From an optimization exercise on the open Yosys and OpenROAD flow, aimed at small area, a short achievable clock period and few clock cycles per item; shortcuts taken in it are not production practice. Function was not checked in any run shown here: the RTL went through the layout flow alone. Power and IR drop assume default switching activity.

==> flow/design.v <==
package axi_lite_pkg;
    localparam int DATA_W = 32;
    localparam int STRB_W = 4;
    localparam logic [1:0] RESP_OKAY   = 2'b00;
    localparam logic [1:0] RESP_SLVERR = 2'b10;
endpackage
module axi_lite_regfile #(
    parameter int DEPTH = 32
) (
    input  logic              i_clk,
    input  logic              i_srst,
    input  logic [axi_lite_pkg::STRB_W-1:0] i_wen,       
    input  logic [3:0]        i_wsel_lo,                 
    input  logic [DEPTH/4-1:0] i_wsel_hi,                
    input  logic [axi_lite_pkg::DATA_W-1:0] i_wdata,
    input  logic              i_re,
    input  logic [DEPTH-1:0]  i_rsel,                    
    output logic [axi_lite_pkg::DATA_W-1:0] o_rdata
);
    logic [axi_lite_pkg::DATA_W-1:0] r_mem [DEPTH];
    logic [axi_lite_pkg::DATA_W-1:0] r_rdata;
    logic [axi_lite_pkg::DATA_W-1:0] w_rd, w_wd;
    assign w_wd = i_srst ? {axi_lite_pkg::DATA_W{1'b0}} : i_wdata;
    always_ff @(posedge i_clk) begin
        for (int k = 0; k < DEPTH; k++) begin
            for (int n = 0; n < axi_lite_pkg::STRB_W; n++) begin
                if (i_srst || (i_wen[n] && i_wsel_lo[k % 4] && i_wsel_hi[k / 4])) begin
                    r_mem[k][8*n +: 8] <= w_wd[8*n +: 8];
                end
            end
        end
    end
    always_comb begin
        w_rd = '0;
        for (int k = 0; k < DEPTH; k++) begin
            w_rd = w_rd | (r_mem[k] & {axi_lite_pkg::DATA_W{i_rsel[k]}});
        end
    end
    always_ff @(posedge i_clk) begin
        if (i_re) begin
            r_rdata <= w_rd;
        end
    end
    assign o_rdata = r_rdata;
endmodule
module axi_lite_slave_mem #(
    parameter int ADDR_WIDTH = 32,
    parameter int DATA_WIDTH = 32,
    parameter int DEPTH      = 32
) (
    input  logic                  s_axi_aclk,
    input  logic                  s_axi_areset,
    input  logic [ADDR_WIDTH-1:0] s_axi_awaddr,
    input  logic [2:0]            s_axi_awprot,
    input  logic                  s_axi_awvalid,
    output logic                  s_axi_awready,
    input  logic [DATA_WIDTH-1:0] s_axi_wdata,
    input  logic [3:0]            s_axi_wstrb,
    input  logic                  s_axi_wvalid,
    output logic                  s_axi_wready,
    output logic [1:0]            s_axi_bresp,
    output logic                  s_axi_bvalid,
    input  logic                  s_axi_bready,
    input  logic [ADDR_WIDTH-1:0] s_axi_araddr,
    input  logic [2:0]            s_axi_arprot,
    input  logic                  s_axi_arvalid,
    output logic                  s_axi_arready,
    output logic [DATA_WIDTH-1:0] s_axi_rdata,
    output logic [1:0]            s_axi_rresp,
    output logic                  s_axi_rvalid,
    input  logic                  s_axi_rready
);
    localparam int IDX_W = (DEPTH > 1) ? $clog2(DEPTH) : 1;
    localparam int HI_N  = DEPTH / 4;
    localparam logic [ADDR_WIDTH-3:0] DEPTH_W = (ADDR_WIDTH-2)'(DEPTH);
    logic w_unused;
    assign w_unused = ^{s_axi_awprot, s_axi_arprot, s_axi_awaddr[1:0], s_axi_araddr[1:0]};
    logic                              r_awready, r_wready, r_arready;
    logic                              r_aw_v, r_aw_ok;
    logic [3:0]                        r_aw_lo;       
    logic [HI_N-1:0]                   r_aw_hi;       
    logic                              r_w_v;
    logic [axi_lite_pkg::DATA_W-1:0]   r_w_data;
    logic [axi_lite_pkg::STRB_W-1:0]   r_w_strb;
    logic [axi_lite_pkg::STRB_W-1:0]   r_wen;         
    logic                              r_bvalid, r_berr, r_bsk_v, r_bsk_err;
    logic [1:0]                        r_blk;         
    logic                              r_ar0_v, r_ar0_ok, r_ar1_v, r_ar1_ok;
    logic [DEPTH-1:0]                  r_ar0_sel;     
    logic [IDX_W-1:0]                  r_ar1_idx;
    logic                              r_rvalid, r_rerr;
    logic [axi_lite_pkg::DATA_W-1:0]   w_rf_rdata;
    logic w_aw_hs, w_ar_hs, w_commit, w_issue;
    assign w_aw_hs  = s_axi_awvalid & r_awready;
    assign w_ar_hs  = s_axi_arvalid & r_arready;
    assign w_commit = r_aw_v & r_w_v & ~r_bsk_v & (r_blk == 2'd0);
    assign w_issue  = r_ar0_v & (~r_rvalid | s_axi_rready);
    logic w_aw_in_ok, w_ar_in_ok;
    assign w_aw_in_ok = (s_axi_awaddr[ADDR_WIDTH-1:2] < DEPTH_W);
    assign w_ar_in_ok = (s_axi_araddr[ADDR_WIDTH-1:2] < DEPTH_W);
    logic w_aw_v_nxt, w_w_v_nxt, w_bsk_v_nxt, w_pair_old, w_commit_nxt, w_aw_ok_nxt;
    logic w_ar0_v_nxt, w_ar1_v_nxt;
    logic [1:0] w_blk_nxt, w_ar_left;
    logic [axi_lite_pkg::STRB_W-1:0] w_w_strb_nxt;
    assign w_aw_v_nxt = r_awready ? s_axi_awvalid : (r_aw_v & ~w_commit);
    assign w_w_v_nxt  = r_wready  ? s_axi_wvalid  : (r_w_v  & ~w_commit);
    assign w_bsk_v_nxt = r_bsk_v ? ~(r_bvalid & s_axi_bready) : (w_commit & r_bvalid & ~s_axi_bready);
    assign w_ar_left = 2'(r_ar0_v) + 2'(r_ar1_v) - 2'(w_issue);
    assign w_pair_old = r_aw_v & r_w_v & ~w_commit;
    always_comb begin
        if (w_pair_old) begin
            w_blk_nxt = (r_blk != 2'd0 && w_issue) ? r_blk - 2'd1 : r_blk;
        end else if (w_aw_v_nxt & w_w_v_nxt) begin
            w_blk_nxt = w_ar_left;
        end else begin
            w_blk_nxt = 2'd0;
        end
    end
    assign w_commit_nxt = w_aw_v_nxt & w_w_v_nxt & ~w_bsk_v_nxt & (w_blk_nxt == 2'd0);
    assign w_aw_ok_nxt  = r_awready ? w_aw_in_ok : r_aw_ok;
    assign w_w_strb_nxt = r_wready ? s_axi_wstrb : r_w_strb;
    assign w_ar0_v_nxt = (~r_ar0_v | w_issue) ? (r_ar1_v | w_ar_hs) : 1'b1;
    assign w_ar1_v_nxt = (~r_ar0_v | w_issue) ? (r_ar1_v & w_ar_hs) : (r_ar1_v | w_ar_hs);
    always_ff @(posedge s_axi_aclk) begin
        if (r_awready) begin
            r_aw_ok <= w_aw_in_ok;
            for (int i = 0; i < 4; i++) begin
                r_aw_lo[i] <= s_axi_awaddr[3:2] == 2'(i);
            end
            for (int i = 0; i < HI_N; i++) begin
                r_aw_hi[i] <= w_aw_in_ok && s_axi_awaddr[IDX_W+1:4] == (IDX_W-2)'(i);
            end
        end
        if (r_wready) begin
            r_w_data <= s_axi_wdata;
            r_w_strb <= s_axi_wstrb;
        end
        if (w_commit & (~r_bvalid | s_axi_bready)) begin
            r_berr <= ~r_aw_ok;
        end else if (r_bsk_v & s_axi_bready) begin
            r_berr <= r_bsk_err;
        end
        if (w_commit) begin
            r_bsk_err <= ~r_aw_ok;
        end
    end
    always_ff @(posedge s_axi_aclk) begin
        if (s_axi_areset) begin
            r_aw_v    <= 1'b0;
            r_w_v     <= 1'b0;
            r_awready <= 1'b1;
            r_wready  <= 1'b1;
            r_wen     <= '0;
            r_bvalid  <= 1'b0;
            r_bsk_v   <= 1'b0;
            r_blk     <= 2'd0;
        end else begin
            r_aw_v    <= w_aw_v_nxt;
            r_w_v     <= w_w_v_nxt;
            r_awready <= ~w_aw_v_nxt | (w_w_v_nxt & ~w_bsk_v_nxt & (w_blk_nxt == 2'd0));
            r_wready  <= ~w_w_v_nxt  | (w_aw_v_nxt & ~w_bsk_v_nxt & (w_blk_nxt == 2'd0));
            r_wen     <= w_w_strb_nxt & {axi_lite_pkg::STRB_W{w_commit_nxt & w_aw_ok_nxt}};
            r_bvalid  <= r_bsk_v | w_commit | (r_bvalid & ~s_axi_bready);
            r_bsk_v   <= w_bsk_v_nxt;
            r_blk     <= w_blk_nxt;
        end
    end
    logic [DEPTH-1:0] w_ar_in_sel, w_ar1_sel;
    always_comb begin
        for (int k = 0; k < DEPTH; k++) begin
            w_ar_in_sel[k] = w_ar_in_ok && s_axi_araddr[IDX_W+1:2] == IDX_W'(k);
            w_ar1_sel[k]   = r_ar1_ok && r_ar1_idx == IDX_W'(k);
        end
    end
    always_ff @(posedge s_axi_aclk) begin
        if (~r_ar0_v | w_issue) begin
            if (r_ar1_v) begin
                r_ar0_ok  <= r_ar1_ok;
                r_ar0_sel <= w_ar1_sel;
            end else begin
                r_ar0_ok  <= w_ar_in_ok;
                r_ar0_sel <= w_ar_in_sel;
            end
        end
        if (w_ar_hs) begin
            r_ar1_ok  <= w_ar_in_ok;
            r_ar1_idx <= s_axi_araddr[IDX_W+1:2];
        end
        if (w_issue) begin
            r_rerr <= ~r_ar0_ok;
        end
    end
    always_ff @(posedge s_axi_aclk) begin
        if (s_axi_areset) begin
            r_ar0_v   <= 1'b0;
            r_ar1_v   <= 1'b0;
            r_arready <= 1'b1;
            r_rvalid  <= 1'b0;
        end else begin
            r_ar0_v   <= w_ar0_v_nxt;
            r_ar1_v   <= w_ar1_v_nxt;
            r_arready <= ~(w_ar0_v_nxt & w_ar1_v_nxt);
            r_rvalid  <= w_issue | (r_rvalid & ~s_axi_rready);
        end
    end
    axi_lite_regfile #(
        .DEPTH (DEPTH)
    ) u_regfile (
        .i_clk     (s_axi_aclk),
        .i_srst    (s_axi_areset),
        .i_wen     (r_wen),
        .i_wsel_lo (r_aw_lo),
        .i_wsel_hi (r_aw_hi),
        .i_wdata   (r_w_data),
        .i_re      (~r_rvalid | s_axi_rready),
        .i_rsel    (r_ar0_sel),
        .o_rdata   (w_rf_rdata)
    );
    assign s_axi_awready = r_awready;
    assign s_axi_wready  = r_wready;
    assign s_axi_bvalid  = r_bvalid;
    assign s_axi_bresp   = r_berr ? axi_lite_pkg::RESP_SLVERR : axi_lite_pkg::RESP_OKAY;
    assign s_axi_arready = r_arready;
    assign s_axi_rvalid  = r_rvalid;
    assign s_axi_rresp   = r_rerr ? axi_lite_pkg::RESP_SLVERR : axi_lite_pkg::RESP_OKAY;
    assign s_axi_rdata   = w_rf_rdata;
endmodule
==> flow/flow/run.sh <==
#!/bin/bash
# Own layout flow: the standard flow (standard.sh, unchanged synthesis, floorplan,
# power grid and tap cells), with plain buffers for the port buffers instead of the
# delay cells buffer_ports picks on its own.
set -euo pipefail
export BUFFER_PORTS_ARGS="-buffer_cell sky130_fd_sc_hd__buf_2"
bash standard.sh finish > flow_standard.log 2>&1
==> flow/standard.sh <==
#!/bin/bash
# synth_recipe.tcl (not shown) runs the flow's synth.tcl, then flattens the netlist and writes it again
# the make line also repeats each setting of config.mk as NAME=value (left out here)
make -C /OpenROAD-flow-scripts/flow DESIGN_CONFIG=/design/flow/config.mk WORK_HOME=/design/flow/orfs CLKGATE_MAP_FILE= SYNTH_SCRIPT=/design/flow/synth_recipe.tcl "${@:-finish}"
==> flow/config.mk <==
export PLATFORM = sky130hd
export DESIGN_NAME = axi_lite_slave_mem
export DESIGN_NICKNAME = axi_lite_slave_mem
export VERILOG_FILES = /design/flow/design.v
export SDC_FILE = /design/flow/constraint.sdc
export NUM_CORES = 4
export LEC_CHECK = 0
export ABC_CLOCK_PERIOD_IN_PS = 1800
export CAP_MARGIN = 20
export CORE_MARGIN = 2
export CORE_UTILIZATION = 40
export CTS_CLUSTER_DIAMETER = 120
export CTS_CLUSTER_SIZE = 24
export SETUP_SLACK_MARGIN = 2.0
export SLEW_MARGIN = 20
==> flow/constraint.sdc <==
create_clock -name core_clock -period 4.0 [get_ports {s_axi_aclk}]
set_input_delay 0.8000 -clock core_clock [delete_from_list [all_inputs] [get_ports {s_axi_aclk}]]
set_output_delay 0.8000 -clock core_clock [all_outputs]
set_load 0.01 [all_outputs]
==> report_table.html, run 1 <==
<table>
<tr><th>Metric</th><th>Value</th></tr>
<tr><th colspan="2">Yosys</th></tr>
<tr><td>Synth top cells by count</td><td>1142 x edfxtp_1, 380 x a22oi_1, 129 x a21o_1, 112 x clkbuf_1, 77 x nand4_1</td></tr>
<tr><td>Share of synthesized area occupied by flip-flops and latches</td><td>0.8128</td></tr>
<tr><td>Yosys reg bits</td><td>1163</td></tr>
<tr><td>Synth area leader</td><td>edfxtp_1</td></tr>
<tr><td>Warning count from the yosys run</td><td>3</td></tr>
<tr><td>Gate count after technology mapping</td><td>between 2k and 2.5k</td></tr>
<tr><td>Biggest area contributors in the synthesized netlist</td><td>edfxtp_1 80%, a22oi_1 6.7%, a21o_1 2.3%</td></tr>
<tr><td>Post-synth EDFFs</td><td>between 1k and 1.5k</td></tr>
<tr><td>Synth Flop Type</td><td>edfxtp_1</td></tr>
<tr><td>Post-synthesis instance area</td><td>between 40000 and 50000 um2</td></tr>
<tr><td>Most frequently used cell type in the post-synthesis netlist</td><td>edfxtp_1</td></tr>
<tr><td>Post-Synthesis Mean Instance Area</td><td>roughly 18 um2</td></tr>
<tr><td>Synth async-reset ratio</td><td>0</td></tr>
<tr><td>Yosys cell types</td><td>47</td></tr>
<tr><td>Area fraction of the dominant cell type after synthesis</td><td>0.8030</td></tr>
<tr><th colspan="2">Worst setup path</th></tr>
<tr><td>Destination of the worst register-to-register timing path</td><td>u_regfile.r_rdata[4]</td></tr>
<tr><td>Cell count of the worst reg-to-reg path</td><td>7</td></tr>
<tr><td>Setup slack of the most critical reg-to-reg path</td><td>about 1.8 ns</td></tr>
<tr><td>Class of the most critical setup path</td><td>register to register</td></tr>
<tr><td>Type of destination of the critical path</td><td>register</td></tr>
<tr><td>Required time at the worst-slack endpoint</td><td>around 4.4 ns</td></tr>
<tr><td>Data arrival time at the worst-slack endpoint</td><td>about 2.6 ns</td></tr>
<tr><td>R2R Path Start</td><td>r_ar0_sel[19]</td></tr>
<tr><td>Cells along the critical path</td><td>buf_6 -&gt; buf_12 -&gt; buf_8 -&gt; buf_4 -&gt; a22oi_2 -&gt; nand4_1 -&gt; or4_4</td></tr>
<tr><td>Critical-path cell with the highest stage delay</td><td>or4_4</td></tr>
<tr><td>Worst stage delay on the critical path</td><td>0.58 ns</td></tr>
<tr><td>Critical path startpoint category</td><td>register</td></tr>
<tr><td>Biggest fanout along the worst timing path</td><td>6</td></tr>
<tr><th colspan="2">Die</th></tr>
<tr><td>Height of the die</td><td>between 300 and 400 um</td></tr>
<tr><td>Die boundary width</td><td>roughly 330 um</td></tr>
<tr><td>Starting density of the core</td><td>0.4046</td></tr>
<tr><td>Standard-cell row count</td><td>roughly 120</td></tr>
<tr><td>Core area</td><td>roughly 110000 um2</td></tr>
<tr><td>Total die area</td><td>around 110000 um2</td></tr>
<tr><td>I/O pin count</td><td>~150</td></tr>
<tr><th colspan="2">Timing</th></tr>
<tr><td>F_max</td><td>~450 MHz</td></tr>
<tr><td>Sum Neg Setup Slack</td><td>0 ns</td></tr>
<tr><td>Time the final worst path needs with I/O delays and setup</td><td>between 2 and 2.5 ns</td></tr>
<tr><td>Final max-slew violation count</td><td>0</td></tr>
<tr><td>Final hold violation count</td><td>0</td></tr>
<tr><td>Clock Skew</td><td>0.02595 ns</td></tr>
<tr><td>Count of endpoints failing setup in the final report</td><td>0</td></tr>
<tr><td>Max_slew headroom</td><td>0.2389</td></tr>
<tr><td>Worst Hold Slack</td><td>0.3078 ns</td></tr>
<tr><td>RSZ-0062 raised after global routing</td><td>yes</td></tr>
<tr><td>Tcrit/Tclk final</td><td>0.5587</td></tr>
<tr><td>Slew at the pin closest to its max-slew limit</td><td>1.136 ns</td></tr>
<tr><th colspan="2">Min path</th></tr>
<tr><td>Depth of the worst hold-timing path</td><td>1</td></tr>
<tr><td>Kind of path behind the tightest hold check</td><td>input port to register</td></tr>
<tr><td>Startpoint of the tightest hold check path</td><td>s_axi_wdata[31]</td></tr>
<tr><td>Worst min-delay path endpoint</td><td>r_w_data[31]</td></tr>
<tr><th colspan="2">Clocking</th></tr>
<tr><td>Root buffer selected by CTS</td><td>clkbuf_16</td></tr>
<tr><td>Number of clock sinks</td><td>roughly 1.2k</td></tr>
<tr><td>Clock latency on the worst-skew pair</td><td>~0.66 ns</td></tr>
<tr><td>Num CTS Buffers</td><td>54</td></tr>
<tr><td>H-tree depth reported by CTS</td><td>2</td></tr>
<tr><td>Hold-fix buffers at CTS</td><td>0</td></tr>
<tr><td>TritonCTS clock tree</td><td>done</td></tr>
<tr><td>Maximum clock insertion buffer count</td><td>3</td></tr>
<tr><td>Clk pin slew, worst setup/hold paths</td><td>0.10 ns</td></tr>
<tr><th colspan="2">GRT</th></tr>
<tr><td>Initial antenna violation count</td><td>6</td></tr>
<tr><td>Remaining Overflow, GRT</td><td>0</td></tr>
<tr><td>Number of global-route vias before repair</td><td>approximately 25k</td></tr>
<tr><td>First-pass GRT wire length</td><td>between 150000 and 200000 um</td></tr>
<tr><td>Maximum number of pins on one net before global-route repair</td><td>76</td></tr>
<tr><td>Global Route Usage Sum</td><td>0.2472</td></tr>
<tr><th colspan="2">Place</th></tr>
<tr><td>HPWL after detailed placement</td><td>~75000 um</td></tr>
<tr><td>Routability congestion estimate from global placement</td><td>around 0.86</td></tr>
<tr><td>Number of buffer cells added on primary ports</td><td>approximately 140</td></tr>
<tr><th colspan="2">Finish</th></tr>
<tr><td>Ratio of cells with drive above 1 in the final layout</td><td>0.2328</td></tr>
<tr><td>Total Nets Final</td><td>2706</td></tr>
<tr><td>Area growth from synthesis to layout</td><td>16.03%</td></tr>
<tr><td>Antenna Diode Count</td><td>0</td></tr>
<tr><th colspan="2">Power</th></tr>
<tr><td>Pwr per Cell Area</td><td>about 450 nW/um2</td></tr>
<tr><td>Static power due to leakage</td><td>roughly 18 nW</td></tr>
<tr><td>Maximum vdd drop</td><td>roughly 0.32 mV</td></tr>
<tr><th colspan="2">Routing</th></tr>
<tr><td>Total number of vias</td><td>25.66k</td></tr>
<tr><td>Per-cell routed wire length</td><td>about 35 um</td></tr>
<tr><td>Initial DRC count</td><td>between 4k and 5k</td></tr>
<tr><td>Post-route DRC</td><td>0</td></tr>
<tr><td>Final wirelength</td><td>~140000 um</td></tr>
<tr><td>Post-route antenna net violation count</td><td>0</td></tr>
<tr><td>Via density per instance</td><td>between 6 and 7</td></tr>
<tr><td>Detailed-router iteration count before antenna repair</td><td>6</td></tr>
<tr><th colspan="2">Run</th></tr>
<tr><td>MaxCap Viol Count</td><td>0</td></tr>
<tr><th colspan="2">Status</th></tr>
<tr><td>Status</td><td>complete, no violations</td></tr>
</table>
-- power by group --
part	internal (W)	leakage (nW)	switching [W]
combinational	0.000400	5.06	0.000993
sequential	0.0144	11.9	0.000319
clock	0.00255	0.717	0.00363
total	0.0173	17.7	0.00494
-- layer usage --
metal | global-route usage | wire length [um] | vias to the layer above
li1 | - | - | 10240
met2 | 0.3876 | 63070 | 1992
met1 | 0.3406 | 51800 | 13100
met4 | 0.08587 | 5694 | 12
met5 | 0 | 83 | -
met3 | 0.05629 | 18190 | 319
-- critical path, delay by kind of cell (launching register included) --
family | cells | cell delay [ns]
AOI/OAI and AO/OA | 1 | 0.14
buffers and inverters | 4 | 0.61
DFF | 1 | 0.48
and+or+nand+nor | 2 | 0.72
-- through the flow --
stage,total power (W),area [um2],setup WS (ns),instances,utilization
2_1_floorplan,0.01539,42800,1.652,2350,-
3_3_place_gp,0.01605,45180,1.118,3789,0.4280
3_5_place_dp,0.01613,45180,1.072,3789,0.4280
4_1_cts,0.02220,48910,1.735,3980,0.4633
5_1_grt,0.02279,49560,1.751,4003,0.4694
6_report,0.02225,49560,1.765,4003,0.4694
-- flip-flops by register name, summed over array words and instances (netlist names), 2 cells and up --
signal	count
u_regfile.r_mem	1024
r_ar0_sel	32
r_w_data	32
u_regfile.r_rdata	32
r_aw_hi	8
r_ar1_idx	5
r_aw_lo	4
r_w_strb	4
r_wen	4
r_blk	2
-- final cells by class --
cell class	count	area, um2
fill	8664	56010
timing repair buffer	342	3217
tap	1391	1740
clock buffer	76	1459
clock inverter	2	25.02
sequential	1163	34720
inverter	15	56.30
multi-input combinational	1014	8335
-- logic make-up after synthesis --
logic type	share of synthesized area
fa+ha+maj	0.001113
mux	0.001523
other cells	0.00008781
simple gates	0.04339
xor+xnor	0.0004102
flops	0.8128
compound gates	0.1245
buf+inv	0.01614
-- worst max-delay path by stage --
stage                        startpoint  slack [ns]  cells after the start                endpoint
after CTS                 r_ar0_sel[19]        1.73                      7    u_regfile.r_rdata[4]
after global placement    r_ar0_sel[17]        1.12                      5    u_regfile.r_rdata[3]
after global routing      r_ar0_sel[19]        1.75                      7    u_regfile.r_rdata[7]
after detailed placement  r_ar0_sel[17]        1.07                      5    u_regfile.r_rdata[3]
after floorplan            s_axi_areset        1.65                      3  u_regfile.r_mem[0][11]
final                     r_ar0_sel[19]        1.77                      7    u_regfile.r_rdata[4]
-- repair_timing --
item,in CTS,in global routing
pin swaps,78,38
setup endpoints to repair,237,226
setup buffers,101,20
gates cloned,12,3
resized for setup,236,71
hold endpoints to repair,0,0
-- layout by cell type, fill, tap and decap left out, types with 20 or more instances in the layout --
cell / count
clkbuf_1: 20
buf_6: 41
a221oi_2: 58
nand4_1: 77
nand3_1: 57
buf_12: 42
o22ai_1: 28
buf_2: 137
edfxtp_1: 1142
clkbuf_16: 58
a22oi_1: 342
or4_4: 31
a22oi_2: 38
a22o_1: 67
a21o_1: 123
buf_4: 105
==> inputs of run 2 (changes only) <==
--- a/flow/config.mk
+++ b/flow/config.mk
@@ -5,11 +5,10 @@
 export SDC_FILE = /design/flow/constraint.sdc
 export NUM_CORES = 4
 export LEC_CHECK = 0
-export ABC_CLOCK_PERIOD_IN_PS = 1800
 export CAP_MARGIN = 20
 export CORE_MARGIN = 2
 export CORE_UTILIZATION = 40
 export CTS_CLUSTER_DIAMETER = 120
 export CTS_CLUSTER_SIZE = 24
-export SETUP_SLACK_MARGIN = 2.0
+export SETUP_SLACK_MARGIN = 2.2
 export SLEW_MARGIN = 20
==> run 2 against run 1 <==
Against the previous run:
- count of clock-buffer cells in the layout grew 1
- via count grew 1.3%
- sequential share of layout area shrank 1.9 points
- worst hold slack gained 0.0011 ns
- first-iteration DRC count grew 7.7%
- largest cell class unchanged
- clock skew grew 0.0093 ns
- setup slack gained 0.079 ns
- sequential power is essentially flat
- largest power group unchanged
- wire length grew 4.8%
==> report_table.html, run 2 <==
<table>
<tr><th>Metric</th><th>Value</th></tr>
<tr><th colspan="2">GRT</th></tr>
<tr><td>Remaining Overflow, GRT</td><td>0 (unchanged)</td></tr>
<tr><td>Maximum number of pins on one net before global-route repair</td><td>97 (was 76)</td></tr>
<tr><td>Initial antenna violation count</td><td>7 (was 6)</td></tr>
<tr><td>Number of global-route vias before repair</td><td>24.33k (was 24.50k)</td></tr>
<tr><td>Global Route Usage Sum</td><td>0.2593 (was 0.2472)</td></tr>
<tr><td>First-pass GRT wire length</td><td>194900 um (was 188200 um)</td></tr>
<tr><th colspan="2">Worst setup path</th></tr>
<tr><td>Class of the most critical setup path</td><td>register to register (unchanged)</td></tr>
<tr><td>Type of destination of the critical path</td><td>register (unchanged)</td></tr>
<tr><td>Required time at the worst-slack endpoint</td><td>4.38 ns (about the same)</td></tr>
<tr><td>Critical path startpoint category</td><td>register (unchanged)</td></tr>
<tr><td>Cell count of the worst reg-to-reg path</td><td>5 (was 7)</td></tr>
<tr><td>Destination of the worst register-to-register timing path</td><td>u_regfile.r_rdata[9] (was u_regfile.r_rdata[4])</td></tr>
<tr><td>Biggest fanout along the worst timing path</td><td>10 (was 6)</td></tr>
<tr><td>Data arrival time at the worst-slack endpoint</td><td>2.54 ns (was 2.62 ns)</td></tr>
<tr><td>R2R Path Start</td><td>r_ar0_sel[2] (was r_ar0_sel[19])</td></tr>
<tr><td>Setup slack of the most critical reg-to-reg path</td><td>1.84 ns (was 1.77 ns)</td></tr>
<tr><th colspan="2">Finish</th></tr>
<tr><td>Ratio of cells with drive above 1 in the final layout</td><td>0.2838 (was 0.2328)</td></tr>
<tr><td>Max reg flops</td><td>1024 (unchanged)</td></tr>
<tr><td>Most frequent standard cell in the layout excluding fill and tap cells</td><td>edfxtp_1 (unchanged)</td></tr>
<tr><td>Utilization after layout</td><td>0.4824 (was 0.4694)</td></tr>
<tr><td>Reg with most FFs</td><td>u_regfile.r_mem (unchanged)</td></tr>
<tr><td>Area growth from synthesis to layout</td><td>19.23% (was 16.03%)</td></tr>
<tr><td>Total Nets Final</td><td>2704 (was 2706)</td></tr>
<tr><td>Leading cell types in the layout, fill and taps excluded</td><td>1142 x edfxtp_1, 344 x a22oi_1, 134 x buf_2 (was 1142 x edfxtp_1, 342 x a22oi_1, 137 x buf_2)</td></tr>
<tr><th colspan="2">Die</th></tr>
<tr><td>Die boundary width</td><td>330.8 um (unchanged)</td></tr>
<tr><td>I/O pin count</td><td>154 (unchanged)</td></tr>
<tr><td>Total die area</td><td>109400 um2 (unchanged)</td></tr>
<tr><td>Core area</td><td>105600 um2 (unchanged)</td></tr>
<tr><td>Height of the die</td><td>330.8 um (unchanged)</td></tr>
<tr><td>Starting density of the core</td><td>0.4046 (unchanged)</td></tr>
<tr><td>Standard-cell row count</td><td>119 (unchanged)</td></tr>
<tr><th colspan="2">Power</th></tr>
<tr><td>Maximum vdd drop</td><td>0.3466 mV (was 0.3163 mV)</td></tr>
<tr><td>Static power due to leakage</td><td>17.78 nW (was 17.69 nW)</td></tr>
<tr><td>Pwr per Cell Area</td><td>441.9 nW/um2 (was 449.0 nW/um2)</td></tr>
<tr><td>Total power</td><td>0.02250 W (was 0.02225 W)</td></tr>
<tr><th colspan="2">Timing</th></tr>
<tr><td>Clock Skew</td><td>0.03523 ns (was 0.02595 ns)</td></tr>
<tr><td>Final hold violation count</td><td>0 (unchanged)</td></tr>
<tr><td>Final max-slew violation count</td><td>0 (unchanged)</td></tr>
<tr><td>Tcrit/Tclk final</td><td>0.5390 (was 0.5587)</td></tr>
<tr><td>Max_slew headroom</td><td>0.2560 (was 0.2389)</td></tr>
<tr><td>F_max</td><td>463.8 MHz (was 447.5 MHz)</td></tr>
<tr><td>Count of endpoints failing setup in the final report</td><td>0 (unchanged)</td></tr>
<tr><td>Time the final worst path needs with I/O delays and setup</td><td>2.156 ns (was 2.235 ns)</td></tr>
<tr><td>Slew at the pin closest to its max-slew limit</td><td>1.111 ns (was 1.136 ns)</td></tr>
<tr><td>Sum Neg Setup Slack</td><td>0 ns (unchanged)</td></tr>
<tr><td>RSZ-0062 raised after global routing</td><td>yes (unchanged)</td></tr>
<tr><th colspan="2">Yosys</th></tr>
<tr><td>Synth Area in XOR/XNOR</td><td>0.0004102 (unchanged)</td></tr>
<tr><td>Synth async-reset ratio</td><td>0 (unchanged)</td></tr>
<tr><td>Warning count from the yosys run</td><td>3 (unchanged)</td></tr>
<tr><td>Area fraction of the dominant cell type after synthesis</td><td>0.8030 (unchanged)</td></tr>
<tr><td>Synth Flop Type</td><td>edfxtp_1 (unchanged)</td></tr>
<tr><td>Synth Area in Compound Gates</td><td>0.1245 (unchanged)</td></tr>
<tr><td>Share of synthesized area occupied by flip-flops and latches</td><td>0.8128 (unchanged)</td></tr>
<tr><td>Fraction of synthesized area in multiplexers</td><td>0.001523 (unchanged)</td></tr>
<tr><td>Most frequently used cell type in the post-synthesis netlist</td><td>edfxtp_1 (unchanged)</td></tr>
<tr><td>Fraction of the mapped netlist area in adder cells</td><td>0.001113 (unchanged)</td></tr>
<tr><td>Post-synth EDFFs</td><td>1142 (unchanged)</td></tr>
<tr><td>Synth top cells by count</td><td>1142 x edfxtp_1, 380 x a22oi_1, 129 x a21o_1, 112 x clkbuf_1, 77 x nand4_1 (unchanged)</td></tr>
<tr><td>Post-synthesis instance area</td><td>42710 um2 (unchanged)</td></tr>
<tr><td>Gate count after technology mapping</td><td>2349 (unchanged)</td></tr>
<tr><td>Post-Synthesis Mean Instance Area</td><td>18.18 um2 (unchanged)</td></tr>
<tr><td>Yosys reg bits</td><td>1163 (unchanged)</td></tr>
<tr><td>Biggest area contributors in the synthesized netlist</td><td>edfxtp_1 80%, a22oi_1 6.7%, a21o_1 2.3% (unchanged)</td></tr>
<tr><td>Synth area leader</td><td>edfxtp_1 (unchanged)</td></tr>
<tr><td>Area fraction in and, or, nand and nor cells after synthesis</td><td>0.04339 (unchanged)</td></tr>
<tr><td>Yosys cell types</td><td>47 (unchanged)</td></tr>
<tr><td>Main combinational cell family by area after synthesis</td><td>compound AO/OA/AOI/OAI gates (unchanged)</td></tr>
<tr><th colspan="2">Place</th></tr>
<tr><td>Routability congestion estimate from global placement</td><td>0.8323 (was 0.8602)</td></tr>
<tr><td>Number of buffer cells added on primary ports</td><td>141 (unchanged)</td></tr>
<tr><td>HPWL after detailed placement</td><td>73990 um (was 74810 um)</td></tr>
<tr><th colspan="2">Routing</th></tr>
<tr><td>Post-route DRC</td><td>0 (unchanged)</td></tr>
<tr><td>Post-route antenna net violation count</td><td>0 (unchanged)</td></tr>
<tr><td>Per-cell routed wire length</td><td>36.34 um (was 34.68 um)</td></tr>
<tr><td>Final wirelength</td><td>145600 um (was 138800 um)</td></tr>
<tr><td>Detailed-router iteration count before antenna repair</td><td>8 (was 6)</td></tr>
<tr><td>Initial DRC count</td><td>5033 (was 4673)</td></tr>
<tr><td>Via density per instance</td><td>6.493 (was 6.411)</td></tr>
<tr><td>Total number of vias</td><td>26.01k (was 25.66k)</td></tr>
<tr><th colspan="2">Clocking</th></tr>
<tr><td>Root buffer selected by CTS</td><td>clkbuf_16 (unchanged)</td></tr>
<tr><td>Clk pin slew, worst setup/hold paths</td><td>0.09 ns (was 0.10 ns)</td></tr>
<tr><td>TritonCTS clock tree</td><td>done (unchanged)</td></tr>
<tr><td>Num CTS Buffers</td><td>54 (unchanged)</td></tr>
<tr><td>Clock latency on the worst-skew pair</td><td>0.67 ns (was 0.66 ns)</td></tr>
<tr><td>H-tree depth reported by CTS</td><td>2 (unchanged)</td></tr>
<tr><td>Maximum clock insertion buffer count</td><td>3 (unchanged)</td></tr>
<tr><td>Number of clock sinks</td><td>1163 (unchanged)</td></tr>
<tr><th colspan="2">Status</th></tr>
<tr><td>Status</td><td>complete, no violations (unchanged)</td></tr>
<tr><th colspan="2">Run</th></tr>
<tr><td>MaxCap Viol Count</td><td>0 (unchanged)</td></tr>
<tr><th colspan="2">Min path</th></tr>
<tr><td>Depth of the worst hold-timing path</td><td>1 (unchanged)</td></tr>
<tr><td>Worst min-delay path endpoint</td><td>r_w_data[25] (was r_w_data[31])</td></tr>
<tr><td>Kind of path behind the tightest hold check</td><td>input port to register (unchanged)</td></tr>
<tr><td>Startpoint of the tightest hold check path</td><td>s_axi_wdata[25] (was s_axi_wdata[31])</td></tr>
</table>
[run 2: changes by cell type in the layout (fill, tap and decap cells not counted), sizes merged]
cell	before	now
nor2b	38	42
diode	0	4
buf	338	332
clkbuf	79	80
[run 2: critical path, stage by stage, from the launching register on]
cell	delay, ns
edfxtp_1	0.54
buf_6	0.22
buf_8	0.17
a22oi_1	0.23
nand4_1	0.14
or4_4	0.57
[run 2: layout make-up]
type,count,area [um2]
inverters,15,58.81
clock inverters,2,25.02
multi-input cells,1018,9482
diodes,4,10.01
clock buffers,77,1459
repair buffers,336,3417
well taps,1391,1740
fillers,8498,54640
flip-flops and latches,1163,34730
[run 2: metrics by stage]
stage | hold slack (ns) | cell area, um2 | setup slack (ns) | instances
floorplan | 0.4410 | 44090 | 1.901 | 2350
global placement | 0.4582 | 46100 | 1.342 | 3775
detailed placement | 0.4619 | 46100 | 1.296 | 3775
CTS | 0.2824 | 50190 | 1.883 | 3972
global route | 0.2955 | 50910 | 1.817 | 4002
finish | 0.3088 | 50920 | 1.844 | 4006
[run 2: per-layer routing]
layer,track usage,wire (um),up-vias,part of all wire
met3,0.05977,19110,283,0.13
met5,0,39,-,0.00027
met4,0.08135,5358,6,0.037
met2,0.4044,66420,2015,0.46
met1,0.3622,54630,13430,0.38
li1,-,-,10280,-
[run 2: where the power goes]
part | switching [W] | total (W) | internal, W
combinational | 0.00110 | 0.00160 | 0.000495
sequential | 0.000292 | 0.0146 | 0.0144
clock | 0.00370 | 0.00625 | 0.00255
[run 2: cell families (layout without fill, tap and decap cells)]
group / Yosys count / in the layout
flops: 1163 / 1163
compound gates: 688 / 688
simple gates: 312 / 316
buf+inv: 173 / 430
mux: 6 / 6
fa+ha+maj: 4 / 4
xor+xnor: 2 / 2
other cells: 1 / 6
[run 2: how the worst max path moves through the flow]
stage	depth (start not counted)	from	slack, ns	to
CTS	5	r_ar0_sel[2]	1.88	u_regfile.r_rdata[7]
finish	5	r_ar0_sel[2]	1.84	u_regfile.r_rdata[9]
detailed placement	5	r_ar0_sel[27]	1.30	u_regfile.r_rdata[10]
global route	5	r_ar0_sel[3]	1.82	u_regfile.r_rdata[14]
global placement	5	r_ar0_sel[27]	1.34	u_regfile.r_rdata[10]
floorplan	9	s_axi_rready	1.90	r_awready
[run 2: timing repair]
item,4_1_cts,5_1_grt
hold buffers,0,0
buffers inserted,98,25
endpoints found under the setup margin,1005,236
gates resized for setup,258,91
pin swaps,90,74
cloned,20,5
==> inputs of run 3 (changes only) <==
--- a/flow/design.v
+++ b/flow/design.v
@@ -75,7 +75,9 @@
     localparam logic [ADDR_WIDTH-3:0] DEPTH_W = (ADDR_WIDTH-2)'(DEPTH);
     logic w_unused;
     assign w_unused = ^{s_axi_awprot, s_axi_arprot, s_axi_awaddr[1:0], s_axi_araddr[1:0]};
-    logic                              r_awready, r_wready, r_arready;
+    logic                              r_awready, r_wready, r_arready, r_bvalid, r_rvalid;
+    logic                              r_awready_n, r_wready_n, r_arready_n, r_bvalid_n, r_rvalid_n;
+    logic                              w_awready, w_wready, w_arready, w_bvalid, w_rvalid;
     logic                              r_aw_v, r_aw_ok;
     logic [3:0]                        r_aw_lo;       
     logic [HI_N-1:0]                   r_aw_hi;       
@@ -83,18 +85,23 @@
     logic [axi_lite_pkg::DATA_W-1:0]   r_w_data;
     logic [axi_lite_pkg::STRB_W-1:0]   r_w_strb;
     logic [axi_lite_pkg::STRB_W-1:0]   r_wen;         
-    logic                              r_bvalid, r_berr, r_bsk_v, r_bsk_err;
+    logic                              r_berr, r_bsk_v, r_bsk_err;
     logic [1:0]                        r_blk;         
     logic                              r_ar0_v, r_ar0_ok, r_ar1_v, r_ar1_ok;
     logic [DEPTH-1:0]                  r_ar0_sel;     
     logic [IDX_W-1:0]                  r_ar1_idx;
-    logic                              r_rvalid, r_rerr;
+    logic                              r_rerr;
     logic [axi_lite_pkg::DATA_W-1:0]   w_rf_rdata;
+    assign w_awready = ~r_awready_n;
+    assign w_wready  = ~r_wready_n;
+    assign w_arready = ~r_arready_n;
+    assign w_bvalid  = ~r_bvalid_n;
+    assign w_rvalid  = ~r_rvalid_n;
     logic w_aw_hs, w_ar_hs, w_commit, w_issue;
-    assign w_aw_hs  = s_axi_awvalid & r_awready;
-    assign w_ar_hs  = s_axi_arvalid & r_arready;
+    assign w_aw_hs  = s_axi_awvalid & w_awready;
+    assign w_ar_hs  = s_axi_arvalid & w_arready;
     assign w_commit = r_aw_v & r_w_v & ~r_bsk_v & (r_blk == 2'd0);
-    assign w_issue  = r_ar0_v & (~r_rvalid | s_axi_rready);
+    assign w_issue  = r_ar0_v & (~w_rvalid | s_axi_rready);
     logic w_aw_in_ok, w_ar_in_ok;
     assign w_aw_in_ok = (s_axi_awaddr[ADDR_WIDTH-1:2] < DEPTH_W);
     assign w_ar_in_ok = (s_axi_araddr[ADDR_WIDTH-1:2] < DEPTH_W);
@@ -102,9 +109,9 @@
     logic w_ar0_v_nxt, w_ar1_v_nxt;
     logic [1:0] w_blk_nxt, w_ar_left;
     logic [axi_lite_pkg::STRB_W-1:0] w_w_strb_nxt;
-    assign w_aw_v_nxt = r_awready ? s_axi_awvalid : (r_aw_v & ~w_commit);
-    assign w_w_v_nxt  = r_wready  ? s_axi_wvalid  : (r_w_v  & ~w_commit);
-    assign w_bsk_v_nxt = r_bsk_v ? ~(r_bvalid & s_axi_bready) : (w_commit & r_bvalid & ~s_axi_bready);
+    assign w_aw_v_nxt = w_awready ? s_axi_awvalid : (r_aw_v & ~w_commit);
+    assign w_w_v_nxt  = w_wready  ? s_axi_wvalid  : (r_w_v  & ~w_commit);
+    assign w_bsk_v_nxt = r_bsk_v ? ~(w_bvalid & s_axi_bready) : (w_commit & w_bvalid & ~s_axi_bready);
     assign w_ar_left = 2'(r_ar0_v) + 2'(r_ar1_v) - 2'(w_issue);
     assign w_pair_old = r_aw_v & r_w_v & ~w_commit;
     always_comb begin
@@ -117,12 +124,12 @@
         end
     end
     assign w_commit_nxt = w_aw_v_nxt & w_w_v_nxt & ~w_bsk_v_nxt & (w_blk_nxt == 2'd0);
-    assign w_aw_ok_nxt  = r_awready ? w_aw_in_ok : r_aw_ok;
-    assign w_w_strb_nxt = r_wready ? s_axi_wstrb : r_w_strb;
+    assign w_aw_ok_nxt  = w_awready ? w_aw_in_ok : r_aw_ok;
+    assign w_w_strb_nxt = w_wready ? s_axi_wstrb : r_w_strb;
     assign w_ar0_v_nxt = (~r_ar0_v | w_issue) ? (r_ar1_v | w_ar_hs) : 1'b1;
     assign w_ar1_v_nxt = (~r_ar0_v | w_issue) ? (r_ar1_v & w_ar_hs) : (r_ar1_v | w_ar_hs);
     always_ff @(posedge s_axi_aclk) begin
-        if (r_awready) begin
+        if (w_awready) begin
             r_aw_ok <= w_aw_in_ok;
             for (int i = 0; i < 4; i++) begin
                 r_aw_lo[i] <= s_axi_awaddr[3:2] == 2'(i);
@@ -131,11 +138,11 @@
                 r_aw_hi[i] <= w_aw_in_ok && s_axi_awaddr[IDX_W+1:4] == (IDX_W-2)'(i);
             end
         end
-        if (r_wready) begin
+        if (w_wready) begin
             r_w_data <= s_axi_wdata;
             r_w_strb <= s_axi_wstrb;
         end
-        if (w_commit & (~r_bvalid | s_axi_bready)) begin
+        if (w_commit & (~w_bvalid | s_axi_bready)) begin
             r_berr <= ~r_aw_ok;
         end else if (r_bsk_v & s_axi_bready) begin
             r_berr <= r_bsk_err;
@@ -148,19 +155,25 @@
         if (s_axi_areset) begin
             r_aw_v    <= 1'b0;
             r_w_v     <= 1'b0;
-            r_awready <= 1'b1;
-            r_wready  <= 1'b1;
+            r_awready   <= 1'b1;
+            r_awready_n <= 1'b0;
+            r_wready    <= 1'b1;
+            r_wready_n  <= 1'b0;
             r_wen     <= '0;
-            r_bvalid  <= 1'b0;
+            r_bvalid    <= 1'b0;
+            r_bvalid_n  <= 1'b1;
             r_bsk_v   <= 1'b0;
             r_blk     <= 2'd0;
         end else begin
             r_aw_v    <= w_aw_v_nxt;
             r_w_v     <= w_w_v_nxt;
-            r_awready <= ~w_aw_v_nxt | (w_w_v_nxt & ~w_bsk_v_nxt & (w_blk_nxt == 2'd0));
-            r_wready  <= ~w_w_v_nxt  | (w_aw_v_nxt & ~w_bsk_v_nxt & (w_blk_nxt == 2'd0));
+            r_awready   <= ~w_aw_v_nxt | (w_w_v_nxt & ~w_bsk_v_nxt & (w_blk_nxt == 2'd0));
+            r_awready_n <= ~(~w_aw_v_nxt | (w_w_v_nxt & ~w_bsk_v_nxt & (w_blk_nxt == 2'd0)));
+            r_wready    <= ~w_w_v_nxt  | (w_aw_v_nxt & ~w_bsk_v_nxt & (w_blk_nxt == 2'd0));
+            r_wready_n  <= ~(~w_w_v_nxt  | (w_aw_v_nxt & ~w_bsk_v_nxt & (w_blk_nxt == 2'd0)));
             r_wen     <= w_w_strb_nxt & {axi_lite_pkg::STRB_W{w_commit_nxt & w_aw_ok_nxt}};
-            r_bvalid  <= r_bsk_v | w_commit | (r_bvalid & ~s_axi_bready);
+            r_bvalid    <= r_bsk_v | w_commit | (w_bvalid & ~s_axi_bready);
+            r_bvalid_n  <= ~(r_bsk_v | w_commit | (w_bvalid & ~s_axi_bready));
             r_bsk_v   <= w_bsk_v_nxt;
             r_blk     <= w_blk_nxt;
         end
@@ -194,13 +207,17 @@
         if (s_axi_areset) begin
             r_ar0_v   <= 1'b0;
             r_ar1_v   <= 1'b0;
-            r_arready <= 1'b1;
-            r_rvalid  <= 1'b0;
+            r_arready   <= 1'b1;
+            r_arready_n <= 1'b0;
+            r_rvalid    <= 1'b0;
+            r_rvalid_n  <= 1'b1;
         end else begin
             r_ar0_v   <= w_ar0_v_nxt;
             r_ar1_v   <= w_ar1_v_nxt;
-            r_arready <= ~(w_ar0_v_nxt & w_ar1_v_nxt);
-            r_rvalid  <= w_issue | (r_rvalid & ~s_axi_rready);
+            r_arready   <= ~(w_ar0_v_nxt & w_ar1_v_nxt);
+            r_arready_n <= w_ar0_v_nxt & w_ar1_v_nxt;
+            r_rvalid    <= w_issue | (w_rvalid & ~s_axi_rready);
+            r_rvalid_n  <= ~(w_issue | (w_rvalid & ~s_axi_rready));
         end
     end
     axi_lite_regfile #(
@@ -212,7 +229,7 @@
         .i_wsel_lo (r_aw_lo),
         .i_wsel_hi (r_aw_hi),
         .i_wdata   (r_w_data),
-        .i_re      (~r_rvalid | s_axi_rready),
+        .i_re      (~w_rvalid | s_axi_rready),
         .i_rsel    (r_ar0_sel),
         .o_rdata   (w_rf_rdata)
     );
--- a/flow/config.mk
+++ b/flow/config.mk
@@ -10,5 +10,5 @@
 export CORE_UTILIZATION = 40
 export CTS_CLUSTER_DIAMETER = 120
 export CTS_CLUSTER_SIZE = 24
-export SETUP_SLACK_MARGIN = 2.2
+export SETUP_SLACK_MARGIN = 2.0
 export SLEW_MARGIN = 20
==> run 3 against run 2 <==
Against the previous run:
- cell count grew 0.75%
- first-iteration DRC count shrank 14%
- worst hold slack gained 0.0030 ns
- count of clock-buffer cells in the layout grew 2
- global-route usage shrank 1.2 points
==> report_table.html, run 3 <==
<table>
<tr><th>Metric</th><th>Value</th></tr>
<tr><th colspan="2">Status</th></tr>
<tr><td>Status</td><td>complete, no violations (unchanged)</td></tr>
<tr><th colspan="2">Yosys</th></tr>
<tr><td>Synth async-reset ratio</td><td>0 (unchanged)</td></tr>
<tr><td>Post-Synthesis Mean Instance Area</td><td>18.15 um2 (was 18.18 um2)</td></tr>
<tr><td>Gate count after technology mapping</td><td>2359 (was 2349)</td></tr>
<tr><td>Area fraction of the dominant cell type after synthesis</td><td>0.8009 (was 0.8030)</td></tr>
<tr><td>Yosys reg bits</td><td>1168 (was 1163)</td></tr>
<tr><td>Biggest area contributors in the synthesized netlist</td><td>edfxtp_1 80%, a22oi_1 6.7%, a21o_1 2.2% (was edfxtp_1 80%, a22oi_1 6.7%, a21o_1 2.3%)</td></tr>
<tr><td>Post-synthesis instance area</td><td>42820 um2 (was 42710 um2)</td></tr>
<tr><td>Synth area leader</td><td>edfxtp_1 (unchanged)</td></tr>
<tr><td>Most frequently used cell type in the post-synthesis netlist</td><td>edfxtp_1 (unchanged)</td></tr>
<tr><td>Yosys cell types</td><td>48 (was 47)</td></tr>
<tr><td>Share of synthesized area occupied by flip-flops and latches</td><td>0.8130 (was 0.8128)</td></tr>
<tr><td>Warning count from the yosys run</td><td>3 (unchanged)</td></tr>
<tr><td>Post-synth EDFFs</td><td>1142 (unchanged)</td></tr>
<tr><td>Synth Flop Type</td><td>edfxtp_1 (unchanged)</td></tr>
<tr><td>Synth top cells by count</td><td>1142 x edfxtp_1, 384 x a22oi_1, 128 x a21o_1, 112 x clkbuf_1 (was 1142 x edfxtp_1, 380 x a22oi_1, 129 x a21o_1, 112 x clkbuf_1, 77 x nand4_1)</td></tr>
<tr><th colspan="2">Clocking</th></tr>
<tr><td>Num CTS Buffers</td><td>54 (unchanged)</td></tr>
<tr><td>H-tree depth reported by CTS</td><td>2 (unchanged)</td></tr>
<tr><td>Number of clock sinks</td><td>1168 (was 1163)</td></tr>
<tr><td>Maximum clock insertion buffer count</td><td>3 (unchanged)</td></tr>
<tr><td>TritonCTS clock tree</td><td>done (unchanged)</td></tr>
<tr><td>Clk pin slew, worst setup/hold paths</td><td>0.10 ns (was 0.09 ns)</td></tr>
<tr><td>Hold-fix buffers at CTS</td><td>0 (unchanged)</td></tr>
<tr><td>Clock latency on the worst-skew pair</td><td>0.67 ns (about the same)</td></tr>
<tr><td>Root buffer selected by CTS</td><td>clkbuf_16 (unchanged)</td></tr>
<tr><th colspan="2">Finish</th></tr>
<tr><td>Utilization after layout</td><td>0.4678 (was 0.4824)</td></tr>
<tr><td>Area growth from synthesis to layout</td><td>16.46% (was 19.23%)</td></tr>
<tr><td>Total Nets Final</td><td>2724 (was 2704)</td></tr>
<tr><td>Design Area, Final</td><td>49870 um2 (was 50920 um2)</td></tr>
<tr><td>Leading cell types in the layout, fill and taps excluded</td><td>1142 x edfxtp_1, 342 x a22oi_1, 138 x buf_2 (was 1142 x edfxtp_1, 344 x a22oi_1, 134 x buf_2)</td></tr>
<tr><td>Reg with most FFs</td><td>u_regfile.r_mem (unchanged)</td></tr>
<tr><td>Max reg flops</td><td>1024 (unchanged)</td></tr>
<tr><td>Ratio of cells with drive above 1 in the final layout</td><td>0.2340 (was 0.2838)</td></tr>
<tr><td>Most frequent standard cell in the layout excluding fill and tap cells</td><td>edfxtp_1 (unchanged)</td></tr>
<tr><th colspan="2">Worst setup path</th></tr>
<tr><td>Data arrival time at the worst-slack endpoint</td><td>2.62 ns (was 2.54 ns)</td></tr>
<tr><td>Critical path startpoint category</td><td>register (unchanged)</td></tr>
<tr><td>Critical-path cell with the highest stage delay</td><td>or4_4 (unchanged)</td></tr>
<tr><td>Combined buffer and inverter count along the critical path</td><td>3 (was 2)</td></tr>
<tr><td>Cell family with most CP delay</td><td>simple AND/OR/NAND/NOR gates (unchanged)</td></tr>
<tr><td>Biggest fanout along the worst timing path</td><td>8 (was 10)</td></tr>
<tr><td>Most common cell type on the critical path</td><td>buf_6</td></tr>
<tr><td>Class of the most critical setup path</td><td>register to register (unchanged)</td></tr>
<tr><td>Cells along the critical path</td><td>buf_4 -&gt; buf_6 -&gt; buf_6 -&gt; a22oi_1 -&gt; nand4_1 -&gt; or4_4 (was buf_6 -&gt; buf_8 -&gt; a22oi_1 -&gt; nand4_1 -&gt; or4_4)</td></tr>
<tr><td>Worst stage delay on the critical path</td><td>0.60 ns (was 0.57 ns)</td></tr>
<tr><td>Type of destination of the critical path</td><td>register (unchanged)</td></tr>
<tr><td>Required time at the worst-slack endpoint</td><td>4.40 ns (was 4.38 ns)</td></tr>
<tr><th colspan="2">Routing</th></tr>
<tr><td>Detailed-router iteration count before antenna repair</td><td>6 (was 8)</td></tr>
<tr><td>Highest signal layer in the routed design</td><td>met4 (was met5)</td></tr>
<tr><td>Post-route DRC</td><td>0 (unchanged)</td></tr>
<tr><td>Final wirelength</td><td>140000 um (was 145600 um)</td></tr>
<tr><td>Met2 layer wire length in the routed design</td><td>65160 um (was 66420 um)</td></tr>
<tr><td>Post-route antenna net violation count</td><td>0 (unchanged)</td></tr>
<tr><td>Per-cell routed wire length</td><td>34.69 um (was 36.34 um)</td></tr>
<tr><td>Initial DRC count</td><td>4306 (was 5033)</td></tr>
<tr><td>Via density per instance</td><td>6.364 (was 6.493)</td></tr>
<tr><td>Detailed-route wire length on metal 1</td><td>52080 um (was 54630 um)</td></tr>
<tr><td>Total number of vias</td><td>25.69k (was 26.01k)</td></tr>
<tr><td>Met3 WL</td><td>16400 um (was 19110 um)</td></tr>
<tr><th colspan="2">Timing</th></tr>
<tr><td>Slew at the pin closest to its max-slew limit</td><td>1.120 ns (was 1.111 ns)</td></tr>
<tr><td>Count of endpoints failing setup in the final report</td><td>0 (unchanged)</td></tr>
<tr><td>Crit path setup slack, layout</td><td>1.782 ns (was 1.844 ns)</td></tr>
<tr><td>Max_slew headroom</td><td>0.2497 (was 0.2560)</td></tr>
<tr><td>Clock Skew</td><td>0.03447 ns (was 0.03523 ns)</td></tr>
<tr><td>Final max-slew violation count</td><td>0 (unchanged)</td></tr>
<tr><td>Time the final worst path needs with I/O delays and setup</td><td>2.218 ns (was 2.156 ns)</td></tr>
<tr><td>F_max</td><td>450.9 MHz (was 463.8 MHz)</td></tr>
<tr><td>Sum Neg Setup Slack</td><td>0 ns (unchanged)</td></tr>
<tr><td>RSZ-0062 raised after global routing</td><td>yes (unchanged)</td></tr>
<tr><td>Final hold violation count</td><td>0 (unchanged)</td></tr>
<tr><td>Tcrit/Tclk final</td><td>0.5544 (was 0.5390)</td></tr>
<tr><th colspan="2">Die</th></tr>
<tr><td>Standard-cell row count</td><td>120 (was 119)</td></tr>
<tr><td>Die boundary width</td><td>331.2 um (was 330.8 um)</td></tr>
<tr><td>Total die area</td><td>109700 um2 (was 109400 um2)</td></tr>
<tr><td>Starting density of the core</td><td>0.4017 (was 0.4046)</td></tr>
<tr><td>Core area</td><td>106600 um2 (was 105600 um2)</td></tr>
<tr><td>Height of the die</td><td>331.2 um (was 330.8 um)</td></tr>
<tr><td>I/O pin count</td><td>154 (unchanged)</td></tr>
<tr><th colspan="2">Place</th></tr>
<tr><td>Routability congestion estimate from global placement</td><td>0.8535 (was 0.8323)</td></tr>
<tr><td>HPWL after detailed placement</td><td>74080 um (was 73990 um)</td></tr>
<tr><td>Worst slack after detailed placement</td><td>1.221 ns (was 1.296 ns)</td></tr>
<tr><td>Dpl cell area</td><td>45370 um2 (was 46100 um2)</td></tr>
<tr><td>Number of buffer cells added on primary ports</td><td>141 (unchanged)</td></tr>
<tr><th colspan="2">Power</th></tr>
<tr><td>Sequential power share</td><td>0.656 (was 0.651)</td></tr>
<tr><td>Maximum vdd drop</td><td>0.4103 mV (was 0.3466 mV)</td></tr>
<tr><td>Cell-internal power</td><td>0.01746 W (was 0.01740 W)</td></tr>
<tr><td>Total power</td><td>0.02247 W (was 0.02250 W)</td></tr>
<tr><td>Proportion of power drawn by the clock network</td><td>0.281 (was 0.278)</td></tr>
<tr><td>NetSw</td><td>0.005015 W (was 0.005099 W)</td></tr>
<tr><td>Pwr per Cell Area</td><td>450.6 nW/um2 (was 441.9 nW/um2)</td></tr>
<tr><td>Relative contribution of combinational cells to total power</td><td>0.063 (was 0.071)</td></tr>
<tr><td>Proportion of total power due to net switching</td><td>0.2232 (was 0.2266)</td></tr>
<tr><td>Static power due to leakage</td><td>17.77 nW (was 17.78 nW)</td></tr>
<tr><th colspan="2">GRT</th></tr>
<tr><td>Remaining Overflow, GRT</td><td>0 (unchanged)</td></tr>
<tr><td>Global Route Usage Sum</td><td>0.2477 (was 0.2593)</td></tr>
<tr><td>First-pass GRT wire length</td><td>189200 um (was 194900 um)</td></tr>
<tr><td>Initial antenna violation count</td><td>1 (was 7)</td></tr>
<tr><td>Maximum number of pins on one net before global-route repair</td><td>100 (was 97)</td></tr>
<tr><td>Number of global-route vias before repair</td><td>24.58k (was 24.33k)</td></tr>
<tr><th colspan="2">Min path</th></tr>
<tr><td>Kind of path behind the tightest hold check</td><td>input port to register (unchanged)</td></tr>
<tr><th colspan="2">Run</th></tr>
<tr><td>MaxCap Viol Count</td><td>0 (unchanged)</td></tr>
</table>
==> run 3: cell types whose count changed in the layout (fill, tap and decap cells not counted), sizes merged, moves of 3 or more <==
cell	change
diode	-3
nor2b	-4
buf	+12
dfxtp	+5
nor2	+5
a22oi	+4
a22o	-3
clkbuf	+4
nand4	-5
==> run 3: final timing paths <==
check	startpoint	slack [ns]	end	depth (start not counted)
max	r_ar0_sel[2]	1.78	u_regfile.r_rdata[26]	6
min	s_axi_wdata[11]	0.31	r_w_data[11]	1
max reg2reg	r_ar0_sel[2]	1.78	u_regfile.r_rdata[26]	6
min reg2reg	r_w_strb[1]	0.49	r_w_strb[1]	1
==> run 3: power by group through the flow <==
stage               registers (W)  clock network [W]  logic, W
floorplan                  0.0149                  0  0.000580
global placement           0.0149                  0   0.00119
detailed placement         0.0150                  0   0.00123
CTS                        0.0147            0.00634   0.00135
global route               0.0148            0.00672   0.00148
finish                     0.0147            0.00630   0.00143
==> run 3: worst register-to-register path, delay by kind of cell (launching register included) <==
kind                   cells  cell delay (ns)
AOI/OAI and AO/OA          1             0.19
buffers and inverters      3             0.48
DFF                        1             0.46
and+or+nand+nor            2             0.85
==> run 3: per-stage QoR <==
| step | instances | hold WS (ns) |
|---|---|---|
| 6_report | 4036 | 0.3118 |
| 5_1_grt | 4035 | 0.2947 |
| 4_1_cts | 3979 | 0.2820 |
| 3_5_place_dp | 3812 | 0.4713 |
| 3_3_place_gp | 3812 | 0.4612 |
| 2_1_floorplan | 2360 | 0.4376 |
==> run 3: routing by layer <==
metal  global-route usage  vias to the layer above
met4              0.09185                        0
met5                    0                        -
met2               0.3974                     1839
li1                     -                    10300
met1               0.3300                    13260
met3              0.05787                      284
==> run 3: timing repair <==
action | in CTS | in global routing
setup buffers | 71 | 51
hold endpoints to repair | 0 | 0
resized for setup | 221 | 80
gates cloned | 16 | 5
pin swaps | 76 | 62
endpoints found under the setup margin | 139 | 118
==> run 3: final cells by class <==
| type | instances | area (um2) |
|---|---|---|
| clock buffer | 79 | 1509 |
| fill | 8859 | 56730 |
| multi-input combinational | 1021 | 8388 |
| clock inverter | 1 | 8.758 |
| sequential | 1168 | 34820 |
| timing repair buffer | 349 | 3336 |
| tap | 1403 | 1755 |
| inverter | 14 | 52.55 |
| antenna | 1 | 2.502 |
==> run 3: cells by family (layout without fill, tap and decap cells) <==
logic type	Yosys count	in the layout	synth area share
flip-flops	1168	1168	0.8130
AO/OA/AOI/OAI	693	693	0.1254
AND/OR/NAND/NOR	314	314	0.04272
buffers and inverters	171	443	0.01572
multiplexers	7	7	0.001782
adder cells (fa/ha/maj)	3	3	0.0008767
XOR/XNOR	2	2	0.0004092
other	1	3	0.00008758
==> inputs of run 4 (changes only) <==
--- a/flow/design.v
+++ b/flow/design.v
@@ -13,12 +13,10 @@
     input  logic [3:0]        i_wsel_lo,                 
     input  logic [DEPTH/4-1:0] i_wsel_hi,                
     input  logic [axi_lite_pkg::DATA_W-1:0] i_wdata,
-    input  logic              i_re,
     input  logic [DEPTH-1:0]  i_rsel,                    
-    output logic [axi_lite_pkg::DATA_W-1:0] o_rdata
+    output logic [axi_lite_pkg::DATA_W-1:0] o_rdata    
 );
     logic [axi_lite_pkg::DATA_W-1:0] r_mem [DEPTH];
-    logic [axi_lite_pkg::DATA_W-1:0] r_rdata;
     logic [axi_lite_pkg::DATA_W-1:0] w_rd, w_wd;
     assign w_wd = i_srst ? {axi_lite_pkg::DATA_W{1'b0}} : i_wdata;
     always_ff @(posedge i_clk) begin
@@ -30,18 +28,45 @@
             end
         end
     end
-    always_comb begin
-        w_rd = '0;
-        for (int k = 0; k < DEPTH; k++) begin
-            w_rd = w_rd | (r_mem[k] & {axi_lite_pkg::DATA_W{i_rsel[k]}});
-        end
-    end
-    always_ff @(posedge i_clk) begin
-        if (i_re) begin
-            r_rdata <= w_rd;
-        end
-    end
-    assign o_rdata = r_rdata;
+    for (genvar b = 0; b < axi_lite_pkg::DATA_W; b++) begin : g_rd
+        logic [DEPTH/8-1:0] w_oct;         
+        logic [1:0]         w_half_n;
+        for (genvar g = 0; g < DEPTH/8; g++) begin : g_oct
+            logic [7:0] w_d;
+            for (genvar j = 0; j < 8; j++) begin : g_d
+                assign w_d[j] = r_mem[8*g+j][b];
+            end
+            axi_lite_rd_oct u_oct (.i_s(i_rsel[8*g +: 8]), .i_d(w_d), .o_y(w_oct[g]));
+        end
+        for (genvar h = 0; h < 2; h++) begin : g_half
+            axi_lite_rd_nor2 u_half (.i_a(w_oct[2*h +: 2]), .o_y(w_half_n[h]));
+        end
+        axi_lite_rd_nand2 u_bit (.i_a(w_half_n), .o_y(w_rd[b]));
+    end
+    assign o_rdata = w_rd;
+endmodule
+module axi_lite_rd_oct (
+    input  logic [7:0] i_s,
+    input  logic [7:0] i_d,
+    output logic       o_y
+);
+    logic [3:0] w_pair_n;
+    for (genvar p = 0; p < 4; p++) begin : g_pair
+        assign w_pair_n[p] = ~((i_s[2*p] & i_d[2*p]) | (i_s[2*p+1] & i_d[2*p+1]));
+    end
+    assign o_y = ~&w_pair_n;
+endmodule
+module axi_lite_rd_nor2 (
+    input  logic [1:0] i_a,
+    output logic       o_y
+);
+    assign o_y = ~|i_a;
+endmodule
+module axi_lite_rd_nand2 (
+    input  logic [1:0] i_a,
+    output logic       o_y
+);
+    assign o_y = ~&i_a;
 endmodule
 module axi_lite_slave_mem #(
     parameter int ADDR_WIDTH = 32,
@@ -91,6 +116,7 @@
     logic [DEPTH-1:0]                  r_ar0_sel;     
     logic [IDX_W-1:0]                  r_ar1_idx;
     logic                              r_rerr;
+    logic [axi_lite_pkg::DATA_W-1:0]   r_rdata;
     logic [axi_lite_pkg::DATA_W-1:0]   w_rf_rdata;
     assign w_awready = ~r_awready_n;
     assign w_wready  = ~r_wready_n;
@@ -202,6 +228,9 @@
         if (w_issue) begin
             r_rerr <= ~r_ar0_ok;
         end
+        if (~w_rvalid | s_axi_rready) begin
+            r_rdata <= w_rf_rdata;
+        end
     end
     always_ff @(posedge s_axi_aclk) begin
         if (s_axi_areset) begin
@@ -229,7 +258,6 @@
         .i_wsel_lo (r_aw_lo),
         .i_wsel_hi (r_aw_hi),
         .i_wdata   (r_w_data),
-        .i_re      (~w_rvalid | s_axi_rready),
         .i_rsel    (r_ar0_sel),
         .o_rdata   (w_rf_rdata)
     );
@@ -240,5 +268,5 @@
     assign s_axi_arready = r_arready;
     assign s_axi_rvalid  = r_rvalid;
     assign s_axi_rresp   = r_rerr ? axi_lite_pkg::RESP_SLVERR : axi_lite_pkg::RESP_OKAY;
-    assign s_axi_rdata   = w_rf_rdata;
-endmodule
+    assign s_axi_rdata   = r_rdata;
+endmodule
--- a/flow/config.mk
+++ b/flow/config.mk
@@ -12,3 +12,4 @@
 export CTS_CLUSTER_SIZE = 24
 export SETUP_SLACK_MARGIN = 2.0
 export SLEW_MARGIN = 20
+export SYNTH_HIERARCHICAL = 1
==> run 4 against run 3 <==
Against the previous run:
- still clean on timing, DRC and antenna
- count of clock-buffer cells in the layout is the same
- setup slack gained 0.22 ns
- combinational power shrank 8%
- register-to-register slack gained 0.22 ns
- area after synthesis grew 0.14%
- first-iteration DRC count shrank 32%
- critical path depth shrank 5
- largest power group unchanged
- highest routed layer is now met5
==> report_table.html, run 4 <==
<table>
<tr><th>Metric</th><th>Value</th></tr>
<tr><th colspan="2">Timing</th></tr>
<tr><td>Max_slew headroom</td><td>0.2607 (was 0.2497)</td></tr>
<tr><td>Sum Neg Setup Slack</td><td>0 ns (unchanged)</td></tr>
<tr><td>Slew at the pin closest to its max-slew limit</td><td>1.109 ns (was 1.120 ns)</td></tr>
<tr><td>Clock Skew</td><td>0.01973 ns (was 0.03447 ns)</td></tr>
<tr><td>RSZ-0062 raised after global routing</td><td>yes (unchanged)</td></tr>
<tr><th colspan="2">Finish</th></tr>
<tr><td>Ratio of cells with drive above 1 in the final layout</td><td>0.1569 (was 0.2340)</td></tr>
<tr><td>Reg with most FFs</td><td>u_regfile.r_mem (unchanged)</td></tr>
<tr><th colspan="2">Power</th></tr>
<tr><td>Static power due to leakage</td><td>15.88 nW (was 17.77 nW)</td></tr>
<tr><td>Maximum vdd drop</td><td>0.3320 mV (was 0.4103 mV)</td></tr>
<tr><th colspan="2">Yosys</th></tr>
<tr><td>Synth Flop Type</td><td>edfxtp_1 (unchanged)</td></tr>
<tr><td>Yosys cell types</td><td>49 (was 48)</td></tr>
<tr><td>Warning count from the yosys run</td><td>9 (was 3)</td></tr>
<tr><td>Post-synthesis instance area</td><td>42880 um2 (was 42820 um2)</td></tr>
<tr><th colspan="2">Routing</th></tr>
<tr><td>Post-route antenna net violation count</td><td>0 (unchanged)</td></tr>
<tr><td>Total number of vias</td><td>23.90k (was 25.69k)</td></tr>
<tr><th colspan="2">Worst setup path</th></tr>
<tr><td>Cell family with most CP delay</td><td>flip-flops (was simple AND/OR/NAND/NOR gates)</td></tr>
<tr><td>Combined buffer and inverter count along the critical path</td><td>1 (was 3)</td></tr>
<tr><td>Data arrival time at the worst-slack endpoint</td><td>1.20 ns (was 2.62 ns)</td></tr>
<tr><th colspan="2">Clocking</th></tr>
<tr><td>Clk pin slew, worst setup/hold paths</td><td>0.09 ns (was 0.10 ns)</td></tr>
<tr><td>H-tree depth reported by CTS</td><td>2 (unchanged)</td></tr>
<tr><th colspan="2">Die</th></tr>
<tr><td>Standard-cell row count</td><td>120 (unchanged)</td></tr>
<tr><th colspan="2">Status</th></tr>
<tr><td>Status</td><td>complete, no violations (unchanged)</td></tr>
<tr><th colspan="2">GRT</th></tr>
<tr><td>Maximum number of pins on one net before global-route repair</td><td>66 (was 100)</td></tr>
</table>
-- run 4: changes by cell type after synthesis, sizes merged, moves of 59 or more --
| cell | delta |
|---|---|
| a22oi | +130 |
| a21o | -128 |
| a31o | +128 |
| clkbuf | -100 |
| nand2 | +74 |
| nor2 | +70 |
| nand3 | -65 |
| a221oi | -64 |
| a22o | -64 |
| nand4 | +59 |
-- run 4: metrics by stage --
stage                     cell area, um2  cells  utilization  total power [W]  hold slack (ns)
final                              47480   4011       0.4447          0.02213           0.3170
after global routing               47470   4010       0.4447          0.02278           0.2847
after CTS                          47410   4006       0.4441          0.02223           0.2784
after detailed placement           45690   3913       0.4280          0.01620           0.4592
after global placement             45690   3913       0.4280          0.01611           0.4567
after floorplan                    43050   2363            -          0.01550           0.4436
-- run 4: area by class of cell --
class / count / area share
Antenna cell: 1 / 0.00005271
Clock buffer: 79 / 0.03178
Clock inverter: 1 / 0.0001845
Inverter: 14 / 0.001160
Multi-Input combinational cell: 1110 / 0.1645
Sequential cell: 1168 / 0.7335
Tap cell: 1403 / 0.03697
Timing Repair Buffer: 235 / 0.03186
-- run 4: path summary, 6_finish.rpt --
| kind | to | slack (ns) | startpoint | depth (start not counted) |
|---|---|---|---|---|
| setup / recovery | s_axi_rresp[1] | 2.00 | r_rerr | 1 |
| hold / removal | r_w_data[14] | 0.32 | s_axi_wdata[14] | 1 |
| setup reg to reg | u_regfile.r_mem[24][5] | 2.00 | r_aw_hi[6] | 1 |
| hold reg to reg | r_w_strb[0] | 0.48 | r_w_strb[0] | 1 |
-- run 4: report_power, final --
part / internal [W] / switching [W]
sequential: 0.0144 / 0.000244
clock: 0.00262 / 0.00356
combinational: 0.000332 / 0.000977
total: 0.0173 / 0.00478
-- run 4: per-module statistics from Yosys (local to each module, per instance), excerpt --
| module | copies in the design | cells | flops+latches |
|---|---|---|---|
| axi_lite_slave_mem | 1 | 384 | 144 |
| axi_lite_rd_oct | 128 | 5 | 0 |
| axi_lite_rd_nand2 | 32 | 1 | 0 |
| axi_lite_rd_nor2 | 64 | 1 | 0 |
-- run 4: cell families (layout without fill, tap and decap cells) --
family / count (synthesis) / in the layout / share of synthesized area
AO/OA/AOI/OAI: 689 / 689 / 0.1239
buffers and inverters: 85 / 329 / 0.01158
other: 1 / 3 / 0.00008745
AND/OR/NAND/NOR: 406 / 406 / 0.04925
adder cells (fa/ha/maj): 3 / 3 / 0.0008754
multiplexers: 8 / 8 / 0.002013
flip-flops: 1168 / 1168 / 0.8119
XOR/XNOR: 2 / 2 / 0.0004086
-- run 4: per-layer routing --
metal | share of wire | track usage | vias up
met3 | 0.098 | 0.04063 | 138
met4 | 0.026 | 0.05198 | 2
met1 | 0.41 | 0.2739 | 12240
li1 | - | - | 10340
met5 | 0.00012 | 0 | -
met2 | 0.47 | 0.3125 | 1175
-- run 4: timing repair --
action                                  in CTS  in global routing
endpoints found under the setup margin     516                 78
pin swaps                                    1                  2
resized for setup                           13                 14
hold endpoints to repair                     0                  0
setup buffers                               13                  4
